Context: an optimization exercise on an open-source flow, tuned for small area, a short achievable clock period and few clock cycles per item. The choices shown serve that exercise and are no tape-out recipe. Where RTL was checked, it was by simulation tests only, not by an equivalence proof against the original.

## run A
Design clamped_pid_controller, start of the top module:
module clamped_pid_controller #(
    parameter int GAIN_FRAC_BITS = 16
) (
    input  logic                                i_clk,
    input  logic                                i_rst_n,
    input  logic                                i_cfg_we,
    input  logic [cpid_pkg::CFG_IDX_W-1:0]      i_cfg_idx,
    input  logic [cpid_pkg::CFG_DATA_W-1:0]     i_cfg_data,
    input  logic                                i_valid,
    output logic                                o_stall,
    input  logic signed [cpid_pkg::SAMPLE_W-1:0] i_setpoint,
    input  logic signed [cpid_pkg::SAMPLE_W-1:0] i_measured,
    input  logic                                i_clear_integ,
    output logic                                o_valid,
    input  logic                                i_stall,
    output logic signed [cpid_pkg::DRIVE_W-1:0] o_drive,
    output logic                                o_clamped
);
    localparam int QN = 6;               
    localparam int QS = QN - 1;          
    localparam int WI = 38;              
    localparam int WP = 40;              
    cpid_pkg::t_cfg w_cfg;
    cpid_cfg u_cfg (
        .i_clk      (i_clk),
        .i_rst_n    (i_rst_n),
        .i_cfg_we   (i_cfg_we),
  ...
Size: ~5400 cells after synthesis, about 570 flip-flops, about 0.051 mm2 of cells after synthesis.
clock: 10.0 ns
lec_check: 0
abc_area: 1
cap_margin: 20
core_margin: 2
core_utilization: 50
cts_buf_list: sky130_fd_sc_hd__clkbuf_4 sky130_fd_sc_hd__clkbuf_8
slew_margin: 20
standard.sh (not shown) runs the stock make flow with config.mk's settings and CLKGATE_MAP_FILE= SYNTH_SCRIPT=/design/flow/synth_recipe.tcl, a recipe that flattens the netlist after the stock synthesis.
==> flow/flow/run.sh <==
#!/bin/bash
set -euo pipefail
bash standard.sh SETUP_SLACK_MARGIN=6.4 finish > standard_flow.log 2>&1
Run A completed every stage of the flow, and the final layout passed the timing, design-rule and antenna checks.
Testbench counts of run A, summed over its fixed seeds: cycles 12,040, items 12,000.
diff inputs: run A => run B
- setting SETUP_SLACK_MARGIN to 5 for the first time
==> flow/run.sh (new file) <==
#!/bin/bash
# synth_recipe.tcl (not shown) runs the flow's synth.tcl, then flattens the netlist and writes it again
# the make line also repeats each setting of config.mk as NAME=value (left out here)
make -C /OpenROAD-flow-scripts/flow DESIGN_CONFIG=/design/flow/config.mk WORK_HOME=/design/flow/orfs CLKGATE_MAP_FILE= SYNTH_SCRIPT=/design/flow/synth_recipe.tcl finish
removed: flow/flow/run.sh
removed: flow/standard.sh
## What came out
[compare] base=run A new=run B: global-route met3 utilization now smaller, number of flops mapped to enable cells by yosys comparable, count of antenna-violating nets left after detailed routing comparable, relative area change from synthesis to final layout now smaller. Run B and run A ended up with roughly the same number of multi-input combinational cells in the layout. On post-route fraction of the period consumed by the critical path: run B sits above run A. The final reports for run B and run A show via density per instance lower in the former. When run B is measured against run A, its non-clock buffer count turns out 355 lower. Lower clock-pin slew on the worst setup and hold paths among run B and run A: run A.
The inputs of run C differ from those of run B as listed below.
- SETUP_SLACK_MARGIN: 5 -> unset
==> flow/flow/run.sh (new file) <==
#!/bin/bash
set -euo pipefail
bash standard.sh SETUP_SLACK_MARGIN=6 finish > standard_flow.log 2>&1
==> flow/standard.sh (new file) <==
#!/bin/bash
# synth_recipe.tcl (not shown) runs the flow's synth.tcl, then flattens the netlist and writes it again
# the make line also repeats each setting of config.mk as NAME=value (left out here)
make -C /OpenROAD-flow-scripts/flow DESIGN_CONFIG=/design/flow/config.mk WORK_HOME=/design/flow/orfs CLKGATE_MAP_FILE= SYNTH_SCRIPT=/design/flow/synth_recipe.tcl "${@:-finish}"
removed: flow/run.sh
==> results.txt <==
Re number of buffer and inverter instances along the worst setup path: run B was higher than run C.
Slew at the pin closest to its max-slew limit in run C is 0.066 ns higher than in run B
Global placer's final weighted congestion (lower): run B
Compared with run B, run C ends up with more cell area.
~same final setup violation count in run B and run C
Run C has more setup slack than run B.
Of run B and run C, the run reporting the lower number of resized instances in the post-cts repair step was run B.
Footprint of the multi-input gates of run C exceeds that of run B by a few percent.
Area added between synthesis and finish for run C is higher than for run B.

* * *

Setup of build 98:
Another version of the RTL of clamped_pid_controller (not shown whole).
For scale: ~610 flip-flops, ~53000 sq um of cells after synthesis.
clock: 10.0 ns
lec_check: 0
abc_area: 1
cap_margin: 20
core_margin: 2
core_utilization: 50
cts_buf_list: sky130_fd_sc_hd__clkbuf_4 sky130_fd_sc_hd__clkbuf_8
slew_margin: 20
==> flow/flow/run.sh <==
#!/bin/bash
set -euo pipefail
bash standard.sh SETUP_SLACK_MARGIN=6.3 finish > standard_flow.log 2>&1
Build 98 was carried through to the last stage, and its layout satisfied the timing, design-rule and antenna checks.
Testbench counts of build 98, summed over its fixed seeds: cycles 12,048, items 12,000.
Modified inputs, build 25 compared to build 98
# build 98
export LEC_CHECK = 0
export ABC_AREA = 1
export CAP_MARGIN = 20
export CORE_MARGIN = 2
export CORE_UTILIZATION = 50
export CTS_BUF_LIST = sky130_fd_sc_hd__clkbuf_4 sky130_fd_sc_hd__clkbuf_8
export SLEW_MARGIN = 20
create_clock -name core_clock -period 10.0 [get_ports {i_clk}]
# build 25
export LEC_CHECK = 0
export ABC_AREA = 1
export CAP_MARGIN = 20
export CORE_MARGIN = 2
export CORE_UTILIZATION = 60
export CTS_BUF_LIST = sky130_fd_sc_hd__clkbuf_4 sky130_fd_sc_hd__clkbuf_8
export PLACE_DENSITY = 0.7
export SLEW_MARGIN = 20
create_clock -name core_clock -period 10.0 [get_ports {i_clk}]
==> flow/flow/run.sh <==
#!/bin/bash
set -euo pipefail
bash standard.sh SETUP_SLACK_MARGIN=6.2 finish > standard_flow.log 2>&1
==> results.txt <==
[compare] base=build 98 new=build 25: total DRC errors in the routed layout did not really move; via count of the first global-routing pass did not really move; diode insertion count for antenna repair went up.
Wire length of the first global-routing pass: build 25 lower than build 98
Share of the final layout cell area in sequential cells in build 25 is 0.40 points higher than in build 98
Build 25: final estimated routing congestion in global placement is about 4% higher than what build 98 reported.
Compared with build 98, build 25 shows wire length that has gone down by a few percent.
Comparing build 25 with build 98, the proportion of cell area spent on the clock network came out essentially unchanged.
Area of all placed cells without fillers (build 25 over build 98): decrease, about 1.8%
Build 25 ended up with a lower relative area change from synthesis to final layout than build 98 did.
What build 38 does differently from build 25 at the input level:
# build 25
export LEC_CHECK = 0
export ABC_AREA = 1
export CAP_MARGIN = 20
export CORE_MARGIN = 2
export CORE_UTILIZATION = 60
export CTS_BUF_LIST = sky130_fd_sc_hd__clkbuf_4 sky130_fd_sc_hd__clkbuf_8
export PLACE_DENSITY = 0.7
export SLEW_MARGIN = 20
create_clock -name core_clock -period 10.0 [get_ports {i_clk}]
# build 38
export LEC_CHECK = 0
export ABC_AREA = 1
export CAP_MARGIN = 20
export CORE_MARGIN = 2
export CORE_UTILIZATION = 50
export CTS_BUF_LIST = sky130_fd_sc_hd__clkbuf_4 sky130_fd_sc_hd__clkbuf_8
export SLEW_MARGIN = 20
create_clock -name core_clock -period 10.0 [get_ports {i_clk}]
==> comparison <==
Build 38 against build 25: post-route cell area closely matched the old numbers; maximum single-stage delay on the critical path went down. Diff build 25 -> build 38: depth of the worst register-to-register path flat; worst-case setup margin in the final layout higher.
The following lists how build 51 was set up differently from build 38:
==> flow/flow/run.sh <==
#!/bin/bash
set -euo pipefail
bash standard.sh SETUP_SLACK_MARGIN=6 finish > standard_flow.log 2>&1
Findings:
- Going from build 38 to build 51, number of clock buffers in the layout went up about 0.6%; remaining routing DRC violations closely matched the old numbers; met1 track demand over resource decreased 0.63 points; via count fell about 2%; design area fell about 2.6%.
- Diff build 38 -> build 51: slew at the pin with the worst max-slew slack went down by 0.0032 ns; worst setup slack for register-to-register paths -0.15 ns; stage delay of the slowest cell on the critical path +0.20 ns.
#### Input delta (build 7 over build 51)
==> flow/flow/run.sh <==
#!/bin/bash
set -euo pipefail
bash standard.sh SETUP_SLACK_MARGIN=6.2 "BUFFER_PORTS_ARGS=-buffer_cell sky130_fd_sc_hd__buf_4" finish > standard_flow.log 2>&1
--- outcome ---
Taking build 51 as the reference point, the slack of the worst reg-to-reg path of build 7 rises by 0.11 ns. No stage failed in build 7, and the final checks on the layout all came back clean. Going from build 51 to build 7, final core utilization went up by 1.8 points, sequential share of layout area went down by 0.71 points, overall routed net length went up by 2.5%, minimum setup slack in the final design went up by 0.11 ns.

* * *

Another version of the RTL of clamped_pid_controller (not shown whole).
Size: ~4,900 cells after synthesis, about 80 I/O pins, roughly 0.046 sq mm of cells after synthesis.
Settings: LEC_CHECK=0, ABC_AREA=1, CAP_MARGIN=20, CORE_MARGIN=2, CORE_UTILIZATION=50, SLEW_MARGIN=20; clock period 10.0 ns.
==> flow/flow/run.sh <==
#!/bin/bash
set -euo pipefail
bash standard.sh SETUP_SLACK_MARGIN=5.6 finish > standard_flow.log 2>&1
The first run completed without violations.
Next try:
==> flow/run.sh (new file) <==
#!/bin/bash
# synth_recipe.tcl (not shown) runs the flow's synth.tcl, then flattens the netlist and writes it again
# the make line also repeats each setting of config.mk as NAME=value (left out here)
make -C /OpenROAD-flow-scripts/flow DESIGN_CONFIG=/design/flow/config.mk WORK_HOME=/design/flow/orfs CLKGATE_MAP_FILE= SYNTH_SCRIPT=/design/flow/synth_recipe.tcl finish
--- a/flow/config.mk
+++ b/flow/config.mk
@@ -11,0 +12 @@
+export SETUP_SLACK_MARGIN = 5
removed: flow/flow/run.sh
removed: flow/standard.sh
Result:
- The new run finished clean
- cell area went down by roughly a tenth
- setup slack degrades by 0.18 ns
- synthesized area is unchanged
- die area is unchanged
- fmax fell by a few percent
- clock-buffer cell count goes up by 5
- global-route usage went down by 2.0 points
No run of this note included a check of the RTL's function; only the layout flow was run.

* * *

Another version of the RTL of clamped_pid_controller (not shown whole).
Size: about 4800 cells after synthesis, about 520 flip-flops, ~80 I/O pins, about 46000 um2 of cells after synthesis.
export LEC_CHECK = 0
export ABC_AREA = 1
export CAP_MARGIN = 20
export CORE_MARGIN = 2
export CORE_UTILIZATION = 50
export SETUP_SLACK_MARGIN = 5
export SLEW_MARGIN = 20
create_clock -name core_clock -period 10.0 [get_ports {i_clk}]
run.sh (not shown) runs the stock make flow with config.mk's settings and CLKGATE_MAP_FILE= SYNTH_SCRIPT=/design/flow/synth_recipe.tcl, a recipe that flattens the netlist after the stock synthesis.
Stock flow here: none of the scripts above is used.
Rerun with:
==> flow/flow/run.sh (new file) <==
#!/bin/bash
set -euo pipefail
bash standard.sh SETUP_SLACK_MARGIN=6.5 finish > standard_flow.log 2>&1
==> flow/standard.sh (new file) <==
#!/bin/bash
# synth_recipe.tcl (not shown) runs the flow's synth.tcl, then flattens the netlist and writes it again
# the make line also repeats each setting of config.mk as NAME=value (left out here)
make -C /OpenROAD-flow-scripts/flow DESIGN_CONFIG=/design/flow/config.mk WORK_HOME=/design/flow/orfs CLKGATE_MAP_FILE= SYNTH_SCRIPT=/design/flow/synth_recipe.tcl "${@:-finish}"
--- a/flow/config.mk
+++ b/flow/config.mk
@@ -12 +11,0 @@
-export SETUP_SLACK_MARGIN = 5
removed: flow/run.sh
The new run completed with no timing, DRC or antenna violations. Non-clock buffer count is higher by 314. Via count is higher by 6.0%. Design area is higher by 12%. Synthesized area stays the same. Cell count is higher by 5.4%.
No run of this note included a check of the RTL's function; only the layout flow was run.

* * *

Another version of the RTL of clamped_pid_controller (not shown whole).
Size in the first run: roughly 4,900 cells after synthesis, about 0.045 mm^2 of cells after synthesis.
clock: 10.0 ns
lec_check: 0
abc_area: 1
cap_margin: 20
core_margin: 2
core_utilization: 50
slew_margin: 20
Stock flow here: none of the scripts above is used.
Testbench counts at the start, summed over its fixed seeds: cycles 12,032, items 12,000.
==> next run, changes <==
SETUP_SLACK_MARGIN = 5   (was unset)
Outcome:
- flip-flop and latch count stays the same
- maximum frequency is higher by 28%
- die area is unchanged
- utilization is higher by 2.6 points
- worst hold slack stays flat
- cell count is higher by 1.9%
- area after synthesis stays the same
- via count is higher by 3.5%

[port drivers added, routing unchanged]
No port has a modelled driver above. Below, the same layouts with a new extraction and two added sets of constraints. Step 1: set_driving_cell puts a clkbuf_16 on i_clk and a buf_2 on each other input, an assumption about the parent block. Step 2, shift: input delay + t, output delay - t, t = (earliest + latest rising clock arrival at the registers) / 2. This alone moves slack from input paths to output paths. Slacks: ideal / step 1 / step 2; pairs: ideal / step 1.
run	t, ns	setup slack, ns	latest minus earliest clock arrival (ns)
run A	0.847	5.602 / 5.602 / 5.602	0.061 / 0.061
run B	0.842	5.258 / 5.258 / 4.899	0.070 / 0.070
run C	0.826	5.757 / 5.757 / 5.371	0.050 / 0.050
build 98	0.873	6.218 / 6.218 / 5.674	0.054 / 0.055
build 25	0.865	6.067 / 6.067 / 5.492	0.066 / 0.067
build 38	0.857	6.206 / 6.204 / 5.481	0.053 / 0.053
build 51	0.867	6.060 / 6.060 / 5.284	0.070 / 0.069
build 7	0.865	6.175 / 6.175 / 5.430	0.055 / 0.055
the first run of note 3	0.742	5.236 / 5.236 / 5.026	0.036 / 0.037
the second run of note 3	0.738	5.055 / 5.055 / 4.473	0.036 / 0.036
the first run of note 4	0.720	4.723 / 4.723 / 4.451	0.037 / 0.037
the second run of note 4	0.745	4.658 / 4.658 / 4.658	0.050 / 0.050
the first run of note 5	0.728	3.591 / 3.591 / 3.591	0.038 / 0.038
the second run of note 5	0.694	4.990 / 4.990 / 4.627	0.036 / 0.036
After both steps setup and hold are still met in every run listed. For build 51, which loses most, drivers alone change the setup slack by 0.000 ns; drivers and shift together by -0.776 ns.
